Context: an optimization exercise on an open-source flow, tuned for small area, a short achievable clock period and few clock cycles. The choices shown serve that exercise and are no tape-out recipe.
Where RTL was checked, it was by simulation tests only, not by an equivalence proof against the original.
Power is estimated from default activity; no workload was simulated.

== v2 ==
Design huffman, start of the top module:
module huffman (
	input  logic        clk,
	input  logic        reset,
	input  logic        gray_valid,
	input  logic [7:0]  gray_data,
	output logic        cnt_valid,
	output logic [47:0] cnt,           
	output logic        code_valid,
	output logic [47:0] hc,            
	output logic [47:0] m              
);
Size in the first run: roughly 1400 cells after synthesis, about 200 flip-flops, ~12000 um2 of cells after synthesis.
clock: 6.0 ns
lec_check: 0
cap_margin: 20
core_margin: 2
core_utilization: 40
cts_cluster_diameter: 100
cts_cluster_size: 30
setup_slack_margin: 3.2
slew_margin: 20
standard.sh (not shown) runs the stock make flow with config.mk's settings and CLKGATE_MAP_FILE= SYNTH_SCRIPT=/design/flow/synth_recipe.tcl, a recipe that flattens the netlist after the stock synthesis.
==> flow/flow/run.sh <==
#!/bin/bash
# The standard layout, with the smallest plain buffer on the ports and the
# resizer free to change a cell's footprint (the platform holds it to the same
# footprint, which keeps the port buffers in the slow delay-buffer family).
set -euo pipefail
bash standard.sh MATCH_CELL_FOOTPRINT=0 \
	"BUFFER_PORTS_ARGS=-buffer_cell sky130_fd_sc_hd__buf_1" \
	finish > standard_flow.log 2>&1
Testbench counts of v2, summed over its fixed seeds: cycles 19,476.
Edits applied to the flow inputs when going from v2 to v8:
- CTS_CLUSTER_SIZE removed (was 30)
- SETUP_SLACK_MARGIN changed from 3.2 to 3.5
- CTS_CLUSTER_DIAMETER removed (was 100)
==> flow/run.sh (new file) <==
#!/bin/bash
# synth_recipe.tcl (not shown) runs the flow's synth.tcl, then flattens the netlist and writes it again
# the make line also repeats each setting of config.mk as NAME=value (left out here)
make -C /OpenROAD-flow-scripts/flow DESIGN_CONFIG=/design/flow/config.mk WORK_HOME=/design/flow/orfs CLKGATE_MAP_FILE= SYNTH_SCRIPT=/design/flow/synth_recipe.tcl finish
removed: flow/flow/run.sh
removed: flow/standard.sh
[summary]
Of v8 and v2, v8 shows the lower pre-CTS setup slack, with v2 above it.
Diff v2 -> v8: power per cell area now larger; die footprint stayed essentially flat; shortest clock period the worst path allows after layout went down by 110 ps.
Input changes introduced in v25 (baseline for comparison: v8):
- CTS_CLUSTER_DIAMETER: unset -> 80
- CTS_CLUSTER_SIZE: unset -> 20
- SETUP_SLACK_MARGIN: 3.5 -> 3.2
- CORE_UTILIZATION: 40 -> 60
==> flow/flow/run.sh (new file) <==
#!/bin/bash
# The standard layout, with the smallest plain buffer on the ports and the
# resizer free to change a cell's footprint (the platform holds it to the same
# footprint, which keeps the port buffers in the slow delay-buffer family).
set -euo pipefail
bash standard.sh MATCH_CELL_FOOTPRINT=0 \
	"BUFFER_PORTS_ARGS=-buffer_cell sky130_fd_sc_hd__buf_1" \
	finish > standard_flow.log 2>&1
==> flow/standard.sh (new file) <==
#!/bin/bash
# synth_recipe.tcl (not shown) runs the flow's synth.tcl, then flattens the netlist and writes it again
# the make line also repeats each setting of config.mk as NAME=value (left out here)
make -C /OpenROAD-flow-scripts/flow DESIGN_CONFIG=/design/flow/config.mk WORK_HOME=/design/flow/orfs CLKGATE_MAP_FILE= SYNTH_SCRIPT=/design/flow/synth_recipe.tcl "${@:-finish}"
removed: flow/run.sh
Between v25 and v8, the number of endpoints failing setup at the final stage does not differ in any meaningful way.
Via count: v25 < v8
Looking at final period demand of the worst path, v25 sits 110 ps higher than v8 does.
For the combinational group share of total power, v25 came in 3.9 points lower than v8 did.
The master of the slowest instance on the critical path comes out sky130_fd_sc_hd__or4_4 in one run and sky130_fd_sc_hd__edfxtp_1 in the other, namely in v25 and v8 respectively.
Edits applied to the flow inputs when going from v25 to v44:
- clearing CTS_CLUSTER_SIZE, which used to be 20
- swapping 60 for 40 in CORE_UTILIZATION
- clearing CTS_CLUSTER_DIAMETER, which used to be 80
- swapping 3.2 for 3.6 in SETUP_SLACK_MARGIN
## What came out
- Measured against each other, v25 and v44 differ in quantity of gates resized following cts, the higher figure coming from v44.
- Of v44 and v25, it is v44 that has the higher wire length of the first global-routing pass.
- v25 → v44: total number of multi-input combinational cells rose by 6, initial core utilization fell by 20 points, total track usage fell by 6.6 points.
- [compare] base=v25 new=v44: count of cell instances traversed by the critical path saw a decrease, adder-cell area share of the yosys netlist saw little to no change, total met3 wirelength after detailed routing saw an increase, detailed-route wire length on metal 1 saw an increase.
- Summary of v44 over v25: non-clock buffer count in the final layout now sits higher; relative slew slack now sits higher.
Here is what was changed in the inputs of v34 compared with v44.
- SETUP_SLACK_MARGIN now 3.4, was 3.6
### Flow results
Summary of v34 over v44: flip-flop and latch count stayed essentially flat, core occupancy in the finished layout -5.2 points, wire length now smaller, clock buffer instance count of the final layout -7.

---

== run 1 ==
Another version of the RTL of huffman (not shown whole).
Size in the first run: roughly 160 I/O pins, ~13,000 sq um of cells after synthesis.
==> flow/config.mk <==
export PLATFORM = sky130hd
export DESIGN_NAME = huffman
export DESIGN_NICKNAME = huffman
export VERILOG_FILES = /design/flow/design.v
export SDC_FILE = /design/flow/constraint.sdc
export NUM_CORES = 4
export LEC_CHECK = 0
export CAP_MARGIN = 20
export CORE_MARGIN = 2
export CORE_UTILIZATION = 40
export CTS_CLUSTER_DIAMETER = 80
export CTS_CLUSTER_SIZE = 20
export SETUP_SLACK_MARGIN = 3.2
export SLEW_MARGIN = 20
==> flow/constraint.sdc <==
create_clock -name core_clock -period 6.0 [get_ports {clk}]
set_input_delay 1.2000 -clock core_clock [delete_from_list [all_inputs] [get_ports {clk}]]
set_output_delay 1.2000 -clock core_clock [all_outputs]
set_load 0.01 [all_outputs]
==> flow/flow/run.sh <==
#!/bin/bash
# The standard layout, with the smallest plain buffer on the ports and the
# resizer free to change a cell's footprint (the platform holds it to the same
# footprint, which keeps the port buffers in the slow delay-buffer family).
set -euo pipefail
bash standard.sh MATCH_CELL_FOOTPRINT=0 \
	"BUFFER_PORTS_ARGS=-buffer_cell sky130_fd_sc_hd__buf_1" \
	finish > standard_flow.log 2>&1
Testbench counts of run 1, summed over its fixed seeds: cycles 19,092.
The inputs of run 2 differ from those of run 1 as listed below.
Settings: SETUP_SLACK_MARGIN now 3.0, was 3.2.
Findings:
- Critical path required time sits higher in run 2 than in run 1.
- Buffering stage count on the worst path with inverters included ended up 1 higher on run 2 than on run 1.
- Between run 1 and run 2, the flow reports final cell count decreasing slightly.
- Run 1 went all the way through the flow, and no timing, DRC or antenna check failed.
- Run 2 ran to completion and came out clean on the timing, DRC and antenna checks.
- In run 2, the routed via count came out 94 below the value in run 1.
- | max-slew violation total from the final report | run 1 vs run 2 | ≈ equal |
- Compared with run 1, run 2 shows pin slew with the least headroom to its limit higher by 0.097 ns.
For run 3, these inputs were changed with respect to run 2:
Settings: changing CTS_CLUSTER_DIAMETER from 80 to 50; changing CTS_CLUSTER_SIZE from 20 to 10; setting CTS_BUF_LIST to sky130_fd_sc_hd__clkbuf_8 for the first time; changing SETUP_SLACK_MARGIN from 3.0 to 3.3.
Results
From run 2 to run 3 the numbers moved as follows: post-route standard cell area excluding fillers now larger; number of vias per cell after detailed routing now larger; delay of the slowest cell on the worst path comparable; cell count now larger; core utilization now larger. Wire: run 3 routes more than run 2. Relative to run 2, the filler cell count of run 3 is lower by 57. Note that the combinational logic power recorded for run 2 amounts to 0.872 times the value seen in run 3. Comparing run 3 against run 2, there is no change at all in remaining global-route overflow.
--- input diff run 3..run 4 ---
Settings: removing CTS_BUF_LIST (formerly sky130_fd_sc_hd__clkbuf_8); changing CTS_CLUSTER_DIAMETER from 50 to 90; changing CTS_CLUSTER_SIZE from 10 to 25.
### Flow results
Having completed the whole flow, run 4 delivered a layout that passed the timing, DRC and antenna checks.
Design area: run 4 vs run 3 down 250 sq um
Looking at share of power burned in the clock network, run 4 sits 4.7 points below run 3.
Compared with run 3, in run 4 share of cell area taken by muxes after synthesis was more or less identical; number of cells in the finished layout apart from fillers went down by 34; met3 wirelength from detailed routing went down by about 13%.
> inputs changed (run 4 -> run 5)
Settings: CTS_CLUSTER_DIAMETER: 90 -> 80; CTS_CLUSTER_SIZE: 25 -> 20; CORE_UTILIZATION: 40 -> 55.
==> comparison <==
The post-route cell area of run 5 falls short of that of run 4 by 1.8%.
Compared with run 4, in run 5 clock network power shows an increase of about 8%, area after detailed placement saw a decrease.
In the tables for run 5 and run 4, met1 wire length reads higher with run 4.
From run 4 to run 5 the numbers moved as follows: power share of the combinational group shrank by 1.3 points; final critical delay including setup and external delays grew by 0.023 ns; period utilization grew by 0.38 points; cell count shrank by 115.
The number of CTS-inserted buffers of run 5 exceeds that of run 4 by 2.
All of run 5 and run 4 finish clean.
Final critical-path setup slack ended up 0.023 ns lower on run 5 than on run 4.
tree_merger_i.e[11] as the endpoint of the worst setup timing path was reported by run 4, and tree_merger_i.e[23] by run 5.
Relative to run 4, run 5 improves via count.

---

## v6
Another version of the RTL of huffman (not shown whole).
For scale: about 160 I/O pins, roughly 0.012 mm2 of cells after synthesis.
Design huffman, start of the top module:
module huffman (
	input  logic        clk,
	input  logic        reset,
	input  logic        gray_valid,
	input  logic [7:0]  gray_data,
	output logic        cnt_valid,
	output logic [47:0] cnt,           
	output logic        code_valid,
	output logic [47:0] hc,            
	output logic [47:0] m              
);
	localparam int NUM_SYMBOLS = 6;
	localparam int CNT_W       = 8;
	localparam int CODE_W      = 8;
	localparam int SAMPLE_W    = 8;
	localparam int IDX_W       = 3;
	logic                                    burst_end;
	logic [NUM_SYMBOLS-1:0][CNT_W-1:0]       init_cnt;
	logic [NUM_SYMBOLS-1:0][IDX_W-1:0]       init_pos;
	logic                                    first;
	logic                                    merge;
	logic                                    last;
	logic [NUM_SYMBOLS-1:0]                  sym_a;
	logic [NUM_SYMBOLS-1:0]                  sym_b;
	logic [NUM_SYMBOLS-1:0]                  sym_c;
	logic                                    c_first;
	freq_counter #(
		.NUM_SYMBOLS (NUM_SYMBOLS),
		.CNT_W       (CNT_W),
		.SAMPLE_W    (SAMPLE_W)
	) freq_counter_i (
		.clk        (clk),
		.reset      (reset),
  ...
clock: 6.0 ns
lec_check: 0
cap_margin: 20
core_margin: 2
core_utilization: 40
setup_slack_margin: 3.0
slew_margin: 20
run.sh (not shown) runs the stock make flow with config.mk's settings and CLKGATE_MAP_FILE= SYNTH_SCRIPT=/design/flow/synth_recipe.tcl, a recipe that flattens the netlist after the stock synthesis.
Stock flow here: none of the scripts above is used.
Every stage of the flow completed for v6, and the final layout passed the timing, DRC and antenna checks.
[inputs] v7 vs v6
# v6
export LEC_CHECK = 0
export CAP_MARGIN = 20
export CORE_MARGIN = 2
export CORE_UTILIZATION = 40
export SETUP_SLACK_MARGIN = 3.0
export SLEW_MARGIN = 20
create_clock -name core_clock -period 6.0 [get_ports {clk}]
# v7
export LEC_CHECK = 0
export CAP_MARGIN = 20
export CORE_MARGIN = 2
export CORE_UTILIZATION = 40
export SETUP_SLACK_MARGIN = 3.3
export SLEW_MARGIN = 20
create_clock -name core_clock -period 6.0 [get_ports {clk}]
v7 completed; timing, DRC and antenna clean. The run showing the smaller reg-to-reg setup timing slack is v7. Sort v7 and v6 by count of clock-buffer cells in the layout desc -> top: v6. Comparing v7 and v6, the lower total non-filler cell area in the finished layout is on v6. NOTE met2 routed wirelength v6->v7 increased by more than 10%.
No run of this note included a check of the RTL's function; only the layout flow was run.

==> afterwards: timing with drivers on the ports <==
The flow's constraints put no driver on any port. The routed layouts listed below were extracted and timed again, unchanged, in two steps. Step 1, drivers: a clkbuf_16 drives clk and a buf_2 each remaining input, both assumed. Step 2 adds t to the input delays and takes it off the output delays; t is the mean of the earliest and latest rising clock arrival at the registers after step 1. Input paths then give back, and output paths get back, about the clock's delay inside the block. a / b / c = ideal ports / drivers / drivers and shift; a / b = the first two.
run | t (ns) | slack for setup (ns) | worst setup path at the end | slew at the worst register clock pin (ns)
v2 | 0.528 | 3.230 / 3.230 / 2.873 | input to register | 0.12 / 0.12
v8 | 0.579 | 3.335 / 3.335 / 3.014 | input to register | 0.06 / 0.06
v25 | 0.528 | 3.226 / 3.202 / 2.942 | input to register | 0.09 / 0.09
v44 | 0.568 | 3.154 / 3.154 / 3.101 | input to register | 0.07 / 0.07
v34 | 0.583 | 3.342 / 3.342 / 3.081 | input to register | 0.06 / 0.06
run 1 | 0.527 | 3.240 / 3.240 / 2.908 | input to register | 0.09 / 0.09
run 2 | 0.532 | 3.118 / 3.118 / 2.698 | input to register | 0.09 / 0.09
run 3 | 0.629 | 3.332 / 3.332 / 3.005 | input to register | 0.08 / 0.08
run 4 | 0.524 | 3.280 / 3.280 / 3.020 | input to register | 0.10 / 0.10
run 5 | 0.528 | 3.257 / 3.257 / 3.015 | input to register | 0.09 / 0.09
v6 | 0.570 | 2.990 / 2.990 / 2.557 | input to register | 0.06 / 0.06
v7 | 0.577 | 2.897 / 2.897 / 2.820 | input to register | 0.07 / 0.07
After both steps every run listed still meets setup and hold. The setup slack of v6, which loses most, moves by 0.000 ns with the drivers and by -0.433 ns with both steps.
